What follows belongs to an exercise in optimizing a design on an open flow for small area; a production flow would make more cautious choices.
The RTL was checked by simulation tests, not by an equivalence proof against the original design.
Power figures rest on the tool's default switching activity, not on a simulated workload.

== main ==
==> flow/design.v (excerpt) <==
module dbg_top (
	input  logic       i_clock,
	input  logic       i_rst_n,
	input  logic       i_rx,
	output logic       o_tx,
	output logic [2:0] o_state
);
	localparam logic [2:0] IDLE = 3'd0, LOAD_BYTES = 3'd1, RUNNING = 3'd2,
	                       STEPPING = 3'd3, DUMP_SEND = 3'd4, DUMP_WAIT = 3'd5;
	logic [7:0] rx_byte;
	logic       rx_valid;
	uart_rx u_uart_rx (
		.i_clock (i_clock),
		.i_rst_n (i_rst_n),
		.i_rx    (i_rx),
		.o_byte  (rx_byte),
		.o_valid (rx_valid)
	);
	logic [2:0] state;
	logic [1:0] byte_cnt;
	logic [5:0] u;	 
	logic       tx_busy;
	logic       halted;
	assign o_state = state;
	wire tx_accept = (state == DUMP_WAIT) && !tx_busy;
	always_ff @(posedge i_clock) begin
		if (!i_rst_n) begin
			state    <= IDLE;
			byte_cnt <= '0;
			u        <= 6'd63;
		end else begin
			case (state)
			IDLE: begin
				if (rx_valid) begin
					case (rx_byte)
					8'h4c:   state <= LOAD_BYTES;
					8'h52:   state <= RUNNING;
					8'h53:   state <= STEPPING;
					default: state <= IDLE;
					endcase
				end
			end
			LOAD_BYTES: begin
				if (rx_valid) begin
					byte_cnt <= byte_cnt + 1'b1;
					if (byte_cnt == 2'd3) state <= IDLE;
				end
			end
			RUNNING:   if (halted) state <= DUMP_SEND;
			STEPPING:  state <= DUMP_SEND;
			DUMP_SEND: state <= DUMP_WAIT;
			DUMP_WAIT: begin
				if (!tx_busy) begin
  ...
make LEC_CHECK=0 CAP_MARGIN=20 CORE_MARGIN=2 CORE_UTILIZATION=60 CTS_BUF_LIST=sky130_fd_sc_hd__clkbuf_16 CTS_CLUSTER_DIAMETER=60 CTS_CLUSTER_SIZE=32 SLEW_MARGIN=20 finish   # period 10.0 ns
run.sh (not shown) runs the stock make flow with config.mk's settings and CLKGATE_MAP_FILE= SYNTH_SCRIPT=/design/flow/synth_recipe.tcl, a recipe that flattens the netlist after the stock synthesis.
main: no failed stages, no open violations at the end
### main -> the feature branch
diff --git a/flow/design.v b/flow/design.v
--- a/flow/design.v
+++ b/flow/design.v
@@ -130,14 +130,12 @@
 			end
 			default: state <= IDLE;
 			endcase
 		end
 	end
 	logic [21:0] wbuf;	 
-	logic        fetch;	 
-	logic [63:0][21:0] mem;	 
 	logic        pend;	 
 	logic        rst_seen;
 	logic [5:0]  la;
 	logic [5:0]  rot;
 	wire  [5:0]  nrot = rot + 6'd55;
 	wire         mem_wr = pend && (nrot == la);
@@ -158,14 +156,12 @@
 				wbuf[15]    <= (is_addi && wbuf[18:16] != 3'd0) ? wbuf[15] : (op == 6'd63);
 				wbuf[18:16] <= is_addi ? wbuf[18:16] : 3'd0;
 				wbuf[2:0]   <= is_add ? wbuf[18:16] : wbuf[2:0];
 				wbuf[13:11] <= (is_add || (is_addi && wbuf[18:16] != 3'd0)) ? wbuf[13:11] : 3'd0;
 			end
 			endcase
-		end else if (fetch) begin
-			wbuf <= mem[0];
 		end
 	end
 	always_ff @(posedge i_clock) begin
 		if (mem_wr) begin
 			pend     <= 1'b0;
 			rst_seen <= 1'b0;
@@ -174,57 +170,66 @@
 			rst_seen <= pend;
 			if (!pend) la <= 6'd0;
 		end else if (ld_byte && byte_cnt == 2'd3) begin
 			pend <= 1'b1;
 		end
 	end
+	logic [63:0][21:0] mem;
 	always_ff @(posedge i_clock) begin
 		rot <= nrot;
 		for (int i = 0; i < 63; i++) mem[i] <= mem[i+1];
 		mem[63] <= mem[0];
 		if (mem_wr) mem[0] <= wbuf;
 	end
+	logic [5:0]  pc;
 	logic [15:0] count;
-	wire  [5:0]  pc = count[5:0];	 
+	logic [6:0]  backlog;	 
 	logic [5:0]  rp;	 
 	logic [6:0]  hd;	 
 	wire [5:0] hdist  = rot - pc;
 	wire [21:0] hword = (pend && rot == la) ? wbuf : mem[0];	 
 	wire        h_head = (hword[18:16] == 3'd0) && (hword[13:11] == 3'd0) && hword[15];
 	wire exec    = ((state == RUNNING) || (state == STEPPING)) && !halted;
-	assign fetch = ((rp != pc) || exec) && (rot == rp) && !(tx_busy && u == 6'd63);
+	wire fetch   = (backlog != '0) && (rot == rp) && !(tx_busy && u == 6'd63);
 	always_ff @(posedge i_clock) begin
 		if (!i_rst_n) begin
+			pc      <= '0;
 			count   <= '0;
 			halted  <= 1'b0;
+			backlog <= '0;
 			rp      <= '0;
 			hd      <= 7'd64;
 		end else begin
 			if (ld_byte && byte_cnt == 2'd3)
 				hd <= 7'd64;	 
 			else if (exec)
 				hd <= hd[6] ? hd : hd - 1'b1;
 			else if (h_head && (hd[6] || hdist < hd[5:0]))
 				hd <= {1'b0, hdist};
 			if (exec) begin
+				pc    <= pc + 1'b1;
 				count <= count + 1'b1;
 				if (hd == 7'd0) halted <= 1'b1;
 			end
+			backlog <= backlog + 7'(exec) - 7'(fetch);
 			if (fetch) rp <= rp + 1'b1;
 		end
 	end
-	wire  [1:0]  ph = {rot[1] ^ rot[0], rot[0]};	 
+	logic [1:0]  ph;	 
+	logic [21:0] ir;
 	logic        act;	 
 	logic        exe;	 
 	logic        carry;
 	logic [1:0]  zc;
 	logic [7:1][3:0][7:0] regs;	 
 	wire start = act && (ph == 2'd0);
 	wire proc  = start || exe;
 	wire zero  = !i_rst_n || (zc != 2'd0);
 	always_ff @(posedge i_clock) begin
+		ph <= ph + 1'b1;
+		if (fetch) ir <= mem[0];
 		if (!i_rst_n) begin
 			act <= 1'b0;
 			exe <= 1'b0;
 			zc  <= 2'd3;
 		end else begin
 			if (fetch)      act <= 1'b1;
@@ -236,20 +241,20 @@
 	end
 	logic [7:0] head [8];
 	always_comb begin
 		head[0] = 8'd0;
 		for (int r = 1; r < 8; r++) head[r] = regs[r][0];
 	end
-	wire [2:0] rs_i   = wbuf[21:19];
-	wire [2:0] t_i    = wbuf[18:16];
-	wire [2:0] dest   = (t_i != 3'd0) ? t_i : wbuf[13:11];
+	wire [2:0] rs_i   = ir[21:19];
+	wire [2:0] t_i    = ir[18:16];
+	wire [2:0] dest   = (t_i != 3'd0) ? t_i : ir[13:11];
 	wire       add_i  = (t_i == 3'd0);
-	wire [7:0] imm_b  = (ph == 2'd0) ? wbuf[7:0] : (ph == 2'd1) ? wbuf[15:8] : {8{wbuf[15]}};
+	wire [7:0] imm_b  = (ph == 2'd0) ? ir[7:0] : (ph == 2'd1) ? ir[15:8] : {8{ir[15]}};
 	wire       dumpr  = tx_busy && u[5] && (u[4:2] != 3'd0);	 
 	wire [7:0] opa    = head[dumpr ? u[4:2] : rs_i];
-	wire [7:0] opb    = add_i ? head[wbuf[2:0]] : imm_b;
+	wire [7:0] opb    = add_i ? head[ir[2:0]] : imm_b;
 	wire [8:0] sum    = {1'b0, opa} + {1'b0, opb} + {8'd0, (ph != 2'd0) && carry};
 	wire [7:0] wdat = zero ? 8'd0 : sum[7:0];
 	always_ff @(posedge i_clock) begin
 		carry <= sum[8];
 		for (int r = 1; r < 8; r++) begin
 			regs[r][0] <= regs[r][1];
### Flow results
- Going from main to the feature branch, the arrival time at the worst endpoint was found to have gone up by 0.43 ns.
- Compared with main, the feature branch shows a critical path depth in cells that is 1 lower.
- In the feature branch relative to main, routed wire length on met2 had gone up by a few percent.
- Higher antenna diode instance count was reported by the feature branch, not main.
- First-pass GRT wire length delta for the feature branch relative to main: 1.3% higher
- | transition time at the pin with the least slew margin | higher: the feature branch |
- Any difference in aggregate routed wire length between the feature branch and main is small enough to ignore.
- The feature branch ends up with a power dissipated by switching net loads that is 0.44 mW higher than in main.
- Multi-input combinational cell count in the feature branch is 18 below main.
- The feature branch and main ended up with roughly the same mux cell area share after synthesis.
- Looking at combinational cell fraction of total power, the feature branch sits above main.
- Re share of power burned in the clock network: the feature branch and main aren't equal, and the higher value belongs to main.
- Looking at total power across both flows, the feature branch is the weaker of the two, with main ahead.

## port drivers added, routing unchanged
The results above use ideal ports. As a check the final layouts listed here were re-extracted and re-timed, cells and wires unchanged.
Step 1 sets driving cells, clkbuf_16 on the clock port and buf_2 on the other inputs (assumed; they add their load-dependent delay and slew).
Step 2 adds t to the input delays and takes it off the output delays; t is the mean of the earliest and latest rising clock arrival at the registers after step 1. Input paths then give back, and output paths get back, about the clock's delay inside the block.
Three values: no drivers, after step 1, after step 2; two values: the first two.
| run | t (ns) | setup WS [ns] | pins driven straight from the clock port |
|---|---|---|---|
| main | 0.705 | 5.322 / 5.322 / 5.318 | 1 |
| the feature branch | 0.723 | 4.907 / 4.907 / 4.907 | 1 |
After both steps setup and hold are still met in every run listed. The setup slack of main, which loses most, moves by 0.000 ns with the drivers and by -0.004 ns with both steps.
